Source: an optimization exercise on an open RTL-to-GDS flow (aim: small area). Production flows keep margins and buffers that such runs may drop.
Where RTL was checked, it was by simulation tests only, not by an equivalence proof against the original.
No activity file was given, so power comes from the tool's default toggle rates.

==> flow/design.v <==
package router_pkg;
  typedef logic [4-1:0] port_idx_t;
  typedef logic [16-1:0] port_vec_t;
endpackage
module router (
  input  logic                     clk_i,
  input  logic                     rst_n_i,
  input  logic [16-1:0] din_i,
  input  logic [16-1:0] frame_n_i,
  input  logic [16-1:0] valid_n_i,
  output logic [16-1:0] dout_o,
  output logic [16-1:0] frame_n_o,
  output logic [16-1:0] valid_n_o
);
  localparam int P = 16;
  localparam int W = 4;
  localparam logic [2:0] S_IDLE = 3'b000;
  localparam logic [2:0] S_A1   = 3'b100;
  localparam logic [2:0] S_A2   = 3'b110;
  localparam logic [2:0] S_A3   = 3'b111;
  localparam logic [2:0] S_PAY  = 3'b011;
  localparam logic [2:0] S_DISC = 3'b001;
  localparam logic [2:0] S_IL1  = 3'b010;
  logic [2:0]   st_q [P];
  logic [P-1:0] b0_q, b1_q, b2_q;    
  logic [P-1:0] v0_q, v1_q;          
  logic [P-1:0] l1_q;                
  logic [P-1:0] addr_done;
  logic [3:0]   addr_hi [P];        
  logic [3:0]   addr_lo [P];        
  for (genvar i = 0; i < P; i++) begin : g_in
    logic [2:0] st_d;
    logic       is_pay;
    logic       is_addr;
    assign is_pay  = (st_q[i] == S_PAY);
    assign is_addr = (st_q[i] == S_A1) || (st_q[i] == S_A2) || (st_q[i] == S_A3);
    assign addr_done[i] = (st_q[i] == S_A3) && !frame_n_i[i];
    for (genvar k = 0; k < 4; k++) begin : g_dec
      assign addr_hi[i][k] = addr_done[i] && ({din_i[i], b0_q[i]} == 2'(k));
      assign addr_lo[i][k] = ({b1_q[i], b2_q[i]} == 2'(k));
    end
    always_comb begin
      if (frame_n_i[i]) begin
        st_d = is_addr ? S_DISC : (is_pay ? S_IL1 : S_IDLE);
      end else begin
        case (st_q[i])
          S_IDLE:  st_d = S_A1;
          S_IL1:   st_d = S_A1;
          S_A1:    st_d = S_A2;
          S_A2:    st_d = S_A3;
          S_A3:    st_d = S_PAY;
          S_DISC:  st_d = S_DISC;
          default: st_d = S_PAY;
        endcase
      end
    end
    always_ff @(posedge clk_i) begin
      if (!rst_n_i) begin
        st_q[i] <= S_IDLE;
      end else begin
        st_q[i] <= st_d;
      end
    end
    always_ff @(posedge clk_i) begin
      b0_q[i] <= din_i[i];
      b1_q[i] <= b0_q[i];
      b2_q[i] <= b1_q[i];
      v0_q[i] <= is_pay && !valid_n_i[i];
      v1_q[i] <= v0_q[i];
      l1_q[i] <= (st_q[i] == S_IL1);
    end
  end
  for (genvar d = 0; d < P; d++) begin : g_out
    logic [P-1:0] req;
    logic         busy_q;
    logic [W-1:0] idx_q;
    logic [W-1:0] pick;
    logic         any_req;
    logic         sel_valid;
    logic         sel_bit;
    logic         sel_last;
    logic         frame_low;
    logic         nx_vn_q, nx_q_q;    
    logic         out_vn_q, out_q_q;  
    for (genvar i = 0; i < P; i++) begin : g_req
      assign req[i] = addr_hi[i][d / 4] & addr_lo[i][d % 4];
    end
    logic [7:0] o1;
    logic       p1 [8];
    logic [3:0] o2;
    logic [1:0] p2 [4];
    logic [1:0] o3;
    logic [2:0] p3 [2];
    for (genvar j = 0; j < 8; j++) begin : g_l1
      assign o1[j] = req[2*j] | req[2*j+1];
      assign p1[j] = ~req[2*j];
    end
    for (genvar j = 0; j < 4; j++) begin : g_l2
      assign o2[j] = o1[2*j] | o1[2*j+1];
      assign p2[j] = o1[2*j] ? {1'b0, p1[2*j]} : {1'b1, p1[2*j+1]};
    end
    for (genvar j = 0; j < 2; j++) begin : g_l3
      assign o3[j] = o2[2*j] | o2[2*j+1];
      assign p3[j] = o2[2*j] ? {1'b0, p2[2*j]} : {1'b1, p2[2*j+1]};
    end
    assign any_req = o3[0] | o3[1];
    assign pick    = o3[0] ? {1'b0, p3[0]} : {1'b1, p3[1]};
    assign sel_valid = busy_q & v1_q[idx_q];
    assign sel_bit   = b1_q[idx_q];
    assign sel_last  = l1_q[idx_q];
    assign frame_low = busy_q & (sel_valid | ((nx_q_q | ~nx_vn_q) & ~sel_last));
    always_ff @(posedge clk_i) begin
      if (!rst_n_i) begin
        busy_q   <= 1'b0;
        nx_vn_q  <= 1'b1;
        nx_q_q   <= 1'b0;
        out_vn_q <= 1'b1;
        out_q_q  <= 1'b0;
      end else begin
        busy_q   <= busy_q ? ~sel_last : any_req;
        nx_vn_q  <= ~sel_valid;
        nx_q_q   <= sel_valid ? sel_bit : frame_low;
        out_vn_q <= nx_vn_q;
        out_q_q  <= nx_q_q;
      end
    end
    always_ff @(posedge clk_i) begin
      if (!busy_q) begin
        idx_q <= pick;
      end
    end
    assign valid_n_o[d] = out_vn_q;
    assign dout_o[d]    = ~out_vn_q & out_q_q;
    assign frame_n_o[d] = out_vn_q & ~out_q_q;
  end
endmodule
==> flow/config.mk <==
export PLATFORM = sky130hd
export DESIGN_NAME = router
export DESIGN_NICKNAME = router
export VERILOG_FILES = /design/flow/design.v
export SDC_FILE = /design/flow/constraint.sdc
export NUM_CORES = 4
export LEC_CHECK = 0
export CAP_MARGIN = 20
export CORE_MARGIN = 2
export CORE_UTILIZATION = 40
export PLACE_DENSITY = 0.6
export SLEW_MARGIN = 20
==> flow/constraint.sdc <==
create_clock -name core_clock -period 5.0 [get_ports {clk_i}]
set_input_delay 1.0000 -clock core_clock [delete_from_list [all_inputs] [get_ports {clk_i}]]
set_output_delay 1.0000 -clock core_clock [all_outputs]
set_load 0.01 [all_outputs]
standard.sh (not shown) runs the stock make flow with config.mk's settings and CLKGATE_MAP_FILE= SYNTH_SCRIPT=/design/flow/synth_recipe.tcl, a recipe that flattens the netlist after the stock synthesis.
==> flow/flow/run.sh <==
#!/bin/bash
# Standard ORFS layout with three changes:
#  * after the standard synthesis, the combinational logic is re-mapped by ABC
#    for area (flow/remap.sh); the registers stay exactly as synthesized
#  * ports are buffered with the smallest buffer rather than a delay cell
#  * CTS inserts no dummy loads and uses small clock buffers
# Each step writes its full output to its own log in this folder.
set -euo pipefail
HERE=$(pwd)
RES=$HERE/orfs/results/$FLOW_PLATFORM/router/base
LIB=$FLOW_HOME/platforms/$FLOW_PLATFORM/lib/sky130_fd_sc_hd__tt_025C_1v80.lib
if [[ -x $FLOW_HOME/../tools/install/yosys/bin/yosys ]]; then
  export YOSYS_EXE=$FLOW_HOME/../tools/install/yosys/bin/yosys
fi
KNOBS=(
  BUFFER_PORTS_ARGS="-buffer_cell sky130_fd_sc_hd__buf_1"
  CTS_ARGS="-sink_clustering_enable -repair_clock_nets -dont_use_dummy_load -buf_list sky130_fd_sc_hd__clkbuf_4 -root_buf sky130_fd_sc_hd__clkbuf_8 -sink_clustering_size 10 -sink_clustering_max_diameter 50"
)

bash standard.sh "${KNOBS[@]}" synth > 1_standard_synth.log 2>&1

cp "$RES/1_2_yosys.v" "$HERE/1_2_yosys_standard.v"
bash flow/remap.sh "$LIB" "$HERE/1_2_yosys_standard.v" "$FLOW_TOP" "$HERE/flow/area.abc" \
  "$HERE/1_2_yosys_remapped.v" "$HERE/remap_stat.txt" > 2_remap.log 2>&1
cp "$HERE/1_2_yosys_remapped.v" "$RES/1_2_yosys.v"
rm -f "$RES/1_synth.odb" "$RES/1_synth.sdc"

bash standard.sh "${KNOBS[@]}" finish > 3_standard_finish.log 2>&1
Other scripts of this flow, unchanged in this note and not shown: flow/flow/area.abc, flow/flow/remap.sh
Change:
--- a/flow/design.v
+++ b/flow/design.v
@@ -22,18 +22,22 @@
   localparam logic [2:0] S_DISC = 3'b001;
   localparam logic [2:0] S_IL1  = 3'b010;
   logic [2:0]   st_q [P];
   logic [P-1:0] b0_q, b1_q, b2_q;    
-  logic [P-1:0] v0_q, v1_q;          
-  logic [P-1:0] l1_q;                
+  logic [P-1:0] x_q;
+  logic [P-1:0] v0;                  
+  logic [P-1:0] v1_q;                
+  logic [P-1:0] l1;                  
   logic [P-1:0] addr_done;
   logic [3:0]   addr_hi [P];        
   logic [3:0]   addr_lo [P];        
   for (genvar i = 0; i < P; i++) begin : g_in
     logic [2:0] st_d;
     logic       is_pay;
     logic       is_addr;
     assign is_pay  = (st_q[i] == S_PAY);
+    assign v0[i]   = x_q[i] && ((st_q[i] == S_PAY) || (st_q[i] == S_IL1));
+    assign l1[i]   = x_q[i] && ((st_q[i] == S_IDLE) || (st_q[i] == S_A1));
     assign is_addr = (st_q[i] == S_A1) || (st_q[i] == S_A2) || (st_q[i] == S_A3);
     assign addr_done[i] = (st_q[i] == S_A3) && !frame_n_i[i];
     for (genvar k = 0; k < 4; k++) begin : g_dec
       assign addr_hi[i][k] = addr_done[i] && ({din_i[i], b0_q[i]} == 2'(k));
@@ -64,11 +68,10 @@
     always_ff @(posedge clk_i) begin
       b0_q[i] <= din_i[i];
       b1_q[i] <= b0_q[i];
       b2_q[i] <= b1_q[i];
-      v0_q[i] <= is_pay && !valid_n_i[i];
-      v1_q[i] <= v0_q[i];
-      l1_q[i] <= (st_q[i] == S_IL1);
+      v1_q[i] <= v0[i];
+      x_q[i]  <= (is_pay && !valid_n_i[i]) || (st_q[i] == S_IL1);
     end
   end
   for (genvar d = 0; d < P; d++) begin : g_out
     logic [P-1:0] req;
@@ -106,9 +109,9 @@
     assign any_req = o3[0] | o3[1];
     assign pick    = o3[0] ? {1'b0, p3[0]} : {1'b1, p3[1]};
     assign sel_valid = busy_q & v1_q[idx_q];
     assign sel_bit   = b1_q[idx_q];
-    assign sel_last  = l1_q[idx_q];
+    assign sel_last  = l1[idx_q];
     assign frame_low = busy_q & (sel_valid | ((nx_q_q | ~nx_vn_q) & ~sel_last));
     always_ff @(posedge clk_i) begin
       if (!rst_n_i) begin
         busy_q   <= 1'b0;
The changed run finished clean.
Global-route usage is higher by 1.2 points.
Clock-buffer cell count went down by 2.
Worst hold slack gains 0.042 ns.
Register-to-register slack got worse by 0.17 ns.
Clock skew decreases by 0.033 ns.
Final area grows by 1.4%.
Wire length increases by 4.9%.
Function not checked in the second run of this note: the RTL went through the layout flow alone.

== lane 1 ==
// router: RTL as listed in full above, without the edits since
Settings: LEC_CHECK=0, CAP_MARGIN=20, CORE_MARGIN=2, CORE_UTILIZATION=40, PLACE_DENSITY=0.6, SLEW_MARGIN=20; clock period 5.0 ns.
==> flow/flow/run.sh <==
#!/bin/bash
# Standard ORFS layout with three changes:
#  * after the standard synthesis, the combinational logic is re-mapped by ABC
#    for area (flow/remap.sh); the registers stay exactly as synthesized
#  * ports are buffered with the smallest buffer rather than a delay cell
#  * CTS inserts no dummy loads and uses small clock buffers
# Each step writes its full output to its own log in this folder.
set -euo pipefail
HERE=$(pwd)
RES=$HERE/orfs/results/$FLOW_PLATFORM/router/base
LIB=$FLOW_HOME/platforms/$FLOW_PLATFORM/lib/sky130_fd_sc_hd__tt_025C_1v80.lib
if [[ -x $FLOW_HOME/../tools/install/yosys/bin/yosys ]]; then
  export YOSYS_EXE=$FLOW_HOME/../tools/install/yosys/bin/yosys
fi
KNOBS=(
  BUFFER_PORTS_ARGS="-buffer_cell sky130_fd_sc_hd__buf_1"
  CTS_ARGS="-sink_clustering_enable -repair_clock_nets -dont_use_dummy_load -buf_list sky130_fd_sc_hd__clkbuf_4 -root_buf sky130_fd_sc_hd__clkbuf_8 -sink_clustering_size 8 -sink_clustering_max_diameter 40"
)

bash standard.sh "${KNOBS[@]}" synth > 1_standard_synth.log 2>&1

cp "$RES/1_2_yosys.v" "$HERE/1_2_yosys_standard.v"
bash flow/remap.sh "$LIB" "$HERE/1_2_yosys_standard.v" "$FLOW_TOP" "$HERE/flow/area.abc" \
  "$HERE/1_2_yosys_remapped.v" "$HERE/remap_stat.txt" > 2_remap.log 2>&1
cp "$HERE/1_2_yosys_remapped.v" "$RES/1_2_yosys.v"
rm -f "$RES/1_synth.odb" "$RES/1_synth.sdc"

bash standard.sh "${KNOBS[@]}" finish > 3_standard_finish.log 2>&1
Other scripts of this flow, unchanged in this note and not shown: flow/flow/area.abc, flow/flow/remap.sh
### lane 1 -> lane 2
diff --git a/flow/design.v b/flow/design.v
--- a/flow/design.v
+++ b/flow/design.v
@@ -23,8 +23,10 @@
   localparam logic [2:0] S_IL1  = 3'b010;
   logic [2:0]   st_q [P];
   logic [P-1:0] b0_q, b1_q, b2_q;    
-  logic [P-1:0] v0_q, v1_q;          
-  logic [P-1:0] l1_q;                
+  logic [P-1:0] x_q;
+  logic [P-1:0] v0;                  
+  logic [P-1:0] v1_q;                
+  logic [P-1:0] l1;                  
   logic [P-1:0] addr_done;
   logic [3:0]   addr_hi [P];        
   logic [3:0]   addr_lo [P];        
@@ -33,6 +35,8 @@
     logic       is_pay;
     logic       is_addr;
     assign is_pay  = (st_q[i] == S_PAY);
+    assign v0[i]   = x_q[i] && ((st_q[i] == S_PAY) || (st_q[i] == S_IL1));
+    assign l1[i]   = x_q[i] && ((st_q[i] == S_IDLE) || (st_q[i] == S_A1));
     assign is_addr = (st_q[i] == S_A1) || (st_q[i] == S_A2) || (st_q[i] == S_A3);
     assign addr_done[i] = (st_q[i] == S_A3) && !frame_n_i[i];
     for (genvar k = 0; k < 4; k++) begin : g_dec
@@ -65,9 +69,8 @@
       b0_q[i] <= din_i[i];
       b1_q[i] <= b0_q[i];
       b2_q[i] <= b1_q[i];
-      v0_q[i] <= is_pay && !valid_n_i[i];
-      v1_q[i] <= v0_q[i];
-      l1_q[i] <= (st_q[i] == S_IL1);
+      v1_q[i] <= v0[i];
+      x_q[i]  <= (is_pay && !valid_n_i[i]) || (st_q[i] == S_IL1);
     end
   end
   for (genvar d = 0; d < P; d++) begin : g_out
@@ -107,7 +110,7 @@
     assign pick    = o3[0] ? {1'b0, p3[0]} : {1'b1, p3[1]};
     assign sel_valid = busy_q & v1_q[idx_q];
     assign sel_bit   = b1_q[idx_q];
-    assign sel_last  = l1_q[idx_q];
+    assign sel_last  = l1[idx_q];
     assign frame_low = busy_q & (sel_valid | ((nx_q_q | ~nx_vn_q) & ~sel_last));
     always_ff @(posedge clk_i) begin
       if (!rst_n_i) begin
## What came out
Compared to lane 1, lane 2 has count of plain and timing-repair buffers in the layout 2.8% higher.
Going from lane 1 to lane 2, the worst setup margin was found to have gone down by 0.36 ns.
There was hardly any difference in buffer share of cell area between lane 1 and lane 2.
The global routing usage on met3 in lane 2 was higher than what lane 1 gave.
Comparing wire length for lane 2 and lane 1, the smaller number came from lane 1.
Data required time of the critical path: lane 2 vs lane 1 up 0.12 ns
When lane 2 is measured against lane 1, its overall track demand over capacity in global routing turns out 1.2 points higher.
Diff lane 1 -> lane 2: share of total power in combinational logic went up by 1.3 points; number of nets still failing antenna checks after routing stayed essentially flat; sequential cell count fell 5.6%.
Taking lane 2 over lane 1, the wire length of the first global-routing pass ratio works out to 1.07.
Against lane 1, lane 2 reports a layout-stage area growth over the synthesis result that is higher.
No functional check of the RTL was part of lane 2.

[separate check: timing with driven ports]
The results above use ideal ports. As a check the final layouts listed here were re-extracted and re-timed, cells and wires unchanged.
Step 1 (the two cells are an assumption about what drives the block):
set clk [get_ports {clk_i}]
set_driving_cell -lib_cell sky130_fd_sc_hd__clkbuf_16 $clk
set_driving_cell -lib_cell sky130_fd_sc_hd__buf_2 [delete_from_list [all_inputs] $clk]
Step 2 also shifts input and output timing later by t, the mid clock arrival at the registers, as if the neighbouring blocks saw the same clock.
Slacks: ideal ports / drivers / drivers and shift; pairs: ideal ports / drivers.
run	t, ns	slack for setup (ns)	worst data-port slew with drivers (ns)
the first run of note 1	0.681	1.613 / 1.613 / 1.037	0.06
the second run of note 1	0.673	1.307 / 1.333 / 0.659	0.05
lane 1	0.684	1.690 / 1.690 / 1.101	0.06
lane 2	0.691	1.326 / 1.341 / 0.651	0.05
After both steps every run listed still meets setup and hold. The setup slack of lane 2, which loses most, moves by +0.015 ns with the drivers and by -0.675 ns with both steps.
